This design comes from an exercise in tuning for small area, a short achievable clock period and few clock cycles on the open sky130 flow, not from production work.
In this exercise RTL edits were held to simulation tests only and were not proved equivalent to the original.
Power is estimated from default activity; no workload was simulated.

Design axi_bram2axis, start of the top module:
module axi_bram2axis #(
  parameter int AXI_DATA_WIDTH      = 512,
  parameter int AXI_XFER_SIZE_WIDTH = 32,
  parameter int BRAM_ADDR_WIDTH     = 32,
  parameter int BRAM_DATA_WIDTH     = 512,
  parameter int BRAM_DELAY          = 2,
  parameter int FIFO_DEPTH          = BRAM_DELAY + 2
) (
  input  logic                           clk,
  input  logic                           rst,
  input  logic                           i_bs2a_start,
  output logic                           o_bs2a_done,
  input  logic [AXI_XFER_SIZE_WIDTH-1:0] i_bs2a_data_size_bytes,
  output logic                           o_bs2a_rden,
  output logic [BRAM_ADDR_WIDTH-1:0]     o_bs2a_rdaddr,
  input  logic [BRAM_DATA_WIDTH-1:0]     i_bs2a_rddata,
  output logic                           m_axis_tvalid,
  input  logic                           m_axis_tready,
  output logic [AXI_DATA_WIDTH-1:0]      m_axis_tdata,
  output logic                           m_axis_tlast
);
Size: ~82 flip-flops, roughly 0.0081 mm2 of cells after synthesis.
==> flow/config.mk <==
export PLATFORM = sky130hd
export DESIGN_NAME = axi_bram2axis
export DESIGN_NICKNAME = axi_bram2axis
export VERILOG_FILES = /design/flow/design.v
export SDC_FILE = /design/flow/constraint.sdc
export NUM_CORES = 4
export LEC_CHECK = 0
export CAP_MARGIN = 20
export CORE_AREA = 5 5 385 385
export DIE_AREA = 0 0 390 390
export SETUP_SLACK_MARGIN = 2.5
export SLEW_MARGIN = 20
==> flow/constraint.sdc <==
create_clock -name core_clock -period 5.0 [get_ports {clk}]
set_input_delay 1.0000 -clock core_clock [delete_from_list [all_inputs] [get_ports {clk}]]
set_output_delay 1.0000 -clock core_clock [all_outputs]
set_load 0.01 [all_outputs]
standard.sh (not shown) runs the stock make flow with config.mk's settings and CLKGATE_MAP_FILE= SYNTH_SCRIPT=/design/flow/synth_recipe.tcl, a recipe that flattens the netlist after the stock synthesis.
==> flow/flow/run.sh <==
#!/bin/bash
# The standard layout, with the port buffers made from buf_2 cells instead of
# the buffer the resizer picks by default (a slow delay cell).
set -euo pipefail
export BUFFER_PORTS_ARGS="-buffer_cell sky130_fd_sc_hd__buf_2"
bash standard.sh > standard.log 2>&1
Testbench counts at the start, summed over its fixed seeds: cycles 13,562.
Rerun with:
==> flow/flow/run.sh (replaced) <==
#!/bin/bash
# The standard layout, with two changes: the port buffers are buf_2 cells
# instead of the resizer's default (a slow delay cell), and the control ports
# are kept together on one stretch of the bottom edge (flow/pins.tcl), next to
# the logic between them. The data ports are placed freely as before.
set -euo pipefail
export BUFFER_PORTS_ARGS="-buffer_cell sky130_fd_sc_hd__buf_2"
export PRE_IO_PLACEMENT_TCL="$PWD/flow/pins.tcl"
bash standard.sh > standard.log 2>&1
==> flow/flow/pins.tcl (new file) <==
# Keep the control ports on one stretch of the bottom edge.
set_io_pin_constraint -region bottom:145-245 -pin_names [get_ports {
  clk rst i_bs2a_start i_bs2a_data_size_bytes* o_bs2a_done o_bs2a_rden
  o_bs2a_rdaddr* m_axis_tvalid m_axis_tready m_axis_tlast}]
Effect: Wire length is lower by 9.3%. Clock power is lower by 9.0%. Total power is lower by 4.8%. Register-to-register slack gets worse by 0.04 ns. Clock skew is lower by 0.0052 ns.
Rerun with:
CTS_BUF_LIST = sky130_fd_sc_hd__clkbuf_8   (was unset)
CTS_CLUSTER_DIAMETER = 100   (was unset)
CTS_CLUSTER_SIZE = 50   (was unset)
What happened: The new run ran to the end with no violations; utilization stays flat; via count hardly moves; synthesized area stays the same; worst setup slack gets better by 0.0045 ns; worst hold slack is better by 0.0041 ns; fmax is about the same; clock-buffer cell count does not change; register-to-register slack is about the same; non-clock buffer count is lower by 1; routed wire length stays flat.

* * *

axi_bram2axis, a different RTL version from the one above (not shown whole).
For scale: roughly 960 cells after synthesis, ~56 flip-flops, ~1100 I/O pins, about 0.0075 mm2 of cells after synthesis.
clock: 5.0 ns
lec_check: 0
cap_margin: 20
core_area: 5 5 385 385
die_area: 0 0 390 390
slew_margin: 20
run.sh (not shown) runs the stock make flow with config.mk's settings and CLKGATE_MAP_FILE= SYNTH_SCRIPT=/design/flow/synth_recipe.tcl, a recipe that flattens the netlist after the stock synthesis.
Stock flow here: none of the scripts above is used.
The starting point produced a clean layout.
Testbench counts at the start, summed over its fixed seeds: cycles 13,371.
Change:
Settings changed: CORE_AREA 5 5 385 385 to default, CORE_MARGIN from default to 2, CORE_UTILIZATION from default to 40, DIE_AREA 0 0 390 390 to default.
This time the run ended with an error in 3_2_place_iop with PPL-0024.
Synthesized area is unchanged.
Synthesized cell count does not change.
Change:
Settings changed: CORE_AREA from default to 5 5 385 385, CORE_MARGIN 2 to default, CORE_UTILIZATION 40 to default, DIE_AREA from default to 0 0 390 390, SETUP_SLACK_MARGIN from default to 2.6.
The new run produced a clean layout.
Area after synthesis is unchanged.
Synthesized cell count is unchanged.
Change:
Settings changed: ABC_CLOCK_PERIOD_IN_PS from default to 1500.
Fmax does not change.
Sequential share of layout area does not change.
Synthesized area is unchanged.
Non-clock buffer count does not change.
Final area is unchanged.
Count of clock-buffer cells in the layout does not change.
Core utilization stays the same.
Combinational power hardly moves.

* * *

axi_bram2axis, a different RTL version from the one above (not shown whole).
For scale: roughly 950 cells after synthesis, ~7400 µm² of cells after synthesis.
==> flow/config.mk <==
export PLATFORM = sky130hd
export DESIGN_NAME = axi_bram2axis
export DESIGN_NICKNAME = axi_bram2axis
export VERILOG_FILES = /design/flow/design.v
export SDC_FILE = /design/flow/constraint.sdc
export NUM_CORES = 4
export LEC_CHECK = 0
export CAP_MARGIN = 20
export CORE_AREA = 5 5 385 385
export CTS_BUF_LIST = sky130_fd_sc_hd__clkbuf_8
export CTS_CLUSTER_DIAMETER = 100
export CTS_CLUSTER_SIZE = 50
export DIE_AREA = 0 0 390 390
export SETUP_SLACK_MARGIN = 2.4
export SLEW_MARGIN = 20
export SYNTH_HIERARCHICAL = 1
export SYNTH_MINIMUM_KEEP_SIZE = 0
==> flow/constraint.sdc <==
create_clock -name core_clock -period 5.0 [get_ports {clk}]
set_input_delay 1.0000 -clock core_clock [delete_from_list [all_inputs] [get_ports {clk}]]
set_output_delay 1.0000 -clock core_clock [all_outputs]
set_load 0.01 [all_outputs]
standard.sh (not shown) runs the stock make flow with config.mk's settings and CLKGATE_MAP_FILE= SYNTH_SCRIPT=/design/flow/synth_recipe.tcl, a recipe that flattens the netlist after the stock synthesis.
==> flow/flow/run.sh <==
#!/bin/bash
# The standard layout, with four changes:
# - the port buffers are buf_2 cells instead of the resizer's default (a slow
#   delay cell);
# - the control ports are kept together on one stretch of the bottom edge
#   (flow/pins.tcl), next to the logic between them;
# - the clock tree is built without dummy loads;
# - after the standard synthesis, the read-address muxes (select m_axis_tready)
#   are rewritten as NAND2 gates (flow/nandmux.py), a faster path from the
#   select to the output with the same function.
set -euo pipefail
export BUFFER_PORTS_ARGS="-buffer_cell sky130_fd_sc_hd__buf_2"
export PRE_IO_PLACEMENT_TCL="$PWD/flow/pins.tcl"
export CTS_ARGS="-sink_clustering_enable -repair_clock_nets -sink_clustering_size 50 -sink_clustering_max_diameter 100 -buf_list sky130_fd_sc_hd__clkbuf_8 -dont_use_dummy_load"
R=orfs/results/sky130hd/axi_bram2axis/base
bash standard.sh synth > synth.log 2>&1
python3 flow/nandmux.py "$R/1_2_yosys.v" > nandmux.log 2>&1
rm -f "$R/1_synth.odb" "$R/1_synth.sdc"
bash standard.sh > standard.log 2>&1
Other scripts of this flow, unchanged in this note and not shown: flow/flow/nandmux.py, flow/flow/pins.tcl
Testbench counts at the start, summed over its fixed seeds: cycles 13,562.
Change:
Settings changed: SETUP_SLACK_MARGIN 2.4 to 2.5.
Power went up by about 1%.
Synthesized cell count stays the same.
Clock skew barely changes.
Design area climbs by 4.2%.
Change:
--- a/flow/flow/run.sh
+++ b/flow/flow/run.sh
@@ -2 +2 @@
-# The standard layout, with four changes:
+# The standard layout, with three changes:
@@ -7 +6,0 @@
-# - the clock tree is built without dummy loads;
@@ -14 +12,0 @@
-export CTS_ARGS="-sink_clustering_enable -repair_clock_nets -sink_clustering_size 50 -sink_clustering_max_diameter 100 -buf_list sky130_fd_sc_hd__clkbuf_8 -dont_use_dummy_load"
Settings changed: SETUP_SLACK_MARGIN 2.5 to 2.2.
Outcome: Sequential share of layout area rose by 0.55 points; flip-flop and latch count does not change; core utilization fell by 0.14 points; routed wire length rose by a few percent; final cell count is about the same; critical path depth does not change; die area does not change; final area fell by a few percent; power rose by roughly a tenth.

* * *

axi_bram2axis, a different RTL version from the one above (not shown whole).
Size: ~1100 I/O pins.
export LEC_CHECK = 0
export CAP_MARGIN = 20
export CORE_AREA = 5 5 385 385
export CTS_BUF_LIST = sky130_fd_sc_hd__clkbuf_8
export CTS_CLUSTER_DIAMETER = 100
export CTS_CLUSTER_SIZE = 50
export DIE_AREA = 0 0 390 390
export SETUP_SLACK_MARGIN = 2.5
export SLEW_MARGIN = 20
create_clock -name core_clock -period 5.0 [get_ports {clk}]
==> flow/flow/run.sh <==
#!/bin/bash
# The standard layout, with three changes:
# - the port buffers are buf_2 cells instead of the resizer's default (a slow
#   delay cell);
# - the control ports are kept together on one stretch of the bottom edge
#   (flow/pins.tcl), next to the logic between them;
# - after the standard synthesis, the read-address muxes (select m_axis_tready)
#   are rewritten as NAND2 gates (flow/nandmux.py), a faster path from the
#   select to the output with the same function.
set -euo pipefail
export BUFFER_PORTS_ARGS="-buffer_cell sky130_fd_sc_hd__buf_2"
export PRE_IO_PLACEMENT_TCL="$PWD/flow/pins.tcl"
R=orfs/results/sky130hd/axi_bram2axis/base
bash standard.sh synth > synth.log 2>&1
python3 flow/nandmux.py "$R/1_2_yosys.v" > nandmux.log 2>&1
rm -f "$R/1_synth.odb" "$R/1_synth.sdc"
bash standard.sh > standard.log 2>&1
==> flow/flow/pins.tcl <==
# Keep the control ports together on the bottom edge: the read address and
# the ports next to it on a short stretch, the transfer size beside it.
set_io_pin_constraint -region bottom:160-205 -pin_names [get_ports {
  clk rst i_bs2a_start o_bs2a_done o_bs2a_rden m_axis_tvalid m_axis_tready
  m_axis_tlast o_bs2a_rdaddr[0] o_bs2a_rdaddr[1] o_bs2a_rdaddr[2]
  o_bs2a_rdaddr[3] o_bs2a_rdaddr[4] o_bs2a_rdaddr[5] o_bs2a_rdaddr[6]
  o_bs2a_rdaddr[7] o_bs2a_rdaddr[8] o_bs2a_rdaddr[9] o_bs2a_rdaddr[10]
  o_bs2a_rdaddr[11] o_bs2a_rdaddr[12] o_bs2a_rdaddr[13] o_bs2a_rdaddr[14]
  o_bs2a_rdaddr[15] o_bs2a_rdaddr[16] o_bs2a_rdaddr[17] o_bs2a_rdaddr[18]
  o_bs2a_rdaddr[19] o_bs2a_rdaddr[20] o_bs2a_rdaddr[21] o_bs2a_rdaddr[22]
  o_bs2a_rdaddr[23] o_bs2a_rdaddr[24] o_bs2a_rdaddr[25]}]
set_io_pin_constraint -region bottom:205-250 -pin_names [get_ports {
  i_bs2a_data_size_bytes* o_bs2a_rdaddr[26] o_bs2a_rdaddr[27]
  o_bs2a_rdaddr[28] o_bs2a_rdaddr[29] o_bs2a_rdaddr[30] o_bs2a_rdaddr[31]}]
Other scripts of this flow, unchanged in this note and not shown: flow/flow/nandmux.py
The starting point completed without violations.
Testbench counts at the start, summed over its fixed seeds: cycles 13,562.
Next try:
==> flow/flow/pins.tcl (replaced) <==
# Keep the control ports on one stretch of the bottom edge.
set_io_pin_constraint -region bottom:145-245 -pin_names [get_ports {
  clk rst i_bs2a_start i_bs2a_data_size_bytes* o_bs2a_done o_bs2a_rden
  o_bs2a_rdaddr* m_axis_tvalid m_axis_tready m_axis_tlast}]
Settings changed: SETUP_SLACK_MARGIN 2.5 to 2.2.
What happened:
- The changed run went through all stages and came out clean
- count of clock-buffer cells in the layout increases by 1
- hold slack is worse by 0.0056 ns
- non-clock buffer count decreases by 6
- power decreases by 3.2%
- via count decreases by 1.9%
- maximum frequency decreases by 5.8%
- register-to-register slack is worse by 0.17 ns

re-timing with driven ports:
The flow's constraints put no driver on any port. The routed layouts listed below were extracted and timed again, unchanged, in two steps. Step 1 sets driving cells, clkbuf_16 on the clock port and buf_2 on the other inputs (assumed; they add their load-dependent delay and slew). Step 2, shift: input delay + t, output delay - t, t = (earliest + latest rising clock arrival at the registers) / 2. This alone moves slack from input paths to output paths. Three values: ideal ports, drivers, drivers and shift; two values: the first two.
run | shift t [ns] | setup slack, ns | worst setup path at the end | slew at the worst register clock pin (ns)
the first run of note 1 | 0.407 | 2.140 / 1.918 / 1.918 | input to output | 0.08 / 0.08
the second run of note 1 | 0.378 | 2.410 / 2.133 / 2.115 | input to register | 0.07 / 0.07
the third run of note 1 | 0.402 | 2.415 / 2.119 / 1.944 | input to register | 0.09 / 0.09
the first run of note 2 | 0.392 | 0.312 / 0.285 / 0.285 | input to output | 0.09 / 0.09
the third run of note 2 | 0.390 | 1.708 / 1.649 / 1.649 | input to output | 0.09 / 0.09
the fourth run of note 2 | 0.390 | 1.708 / 1.649 / 1.649 | input to output | 0.09 / 0.09
the first run of note 3 | 0.363 | 2.411 / 2.362 / 2.327 | input to register | 0.07 / 0.07
the second run of note 3 | 0.361 | 2.520 / 2.273 / 2.273 | input to output | 0.07 / 0.07
the third run of note 3 | 0.372 | 2.256 / 2.214 / 2.214 | input to output | 0.08 / 0.08
the first run of note 4 | 0.382 | 2.460 / 2.253 / 2.253 | input to output | 0.09 / 0.09
the second run of note 4 | 0.388 | 2.303 / 2.263 / 2.263 | input to output | 0.09 / 0.09
After both steps setup and hold are still met in every run listed. The setup slack of the third run of note 1, which loses most, moves by -0.296 ns with the drivers and by -0.471 ns with both steps.
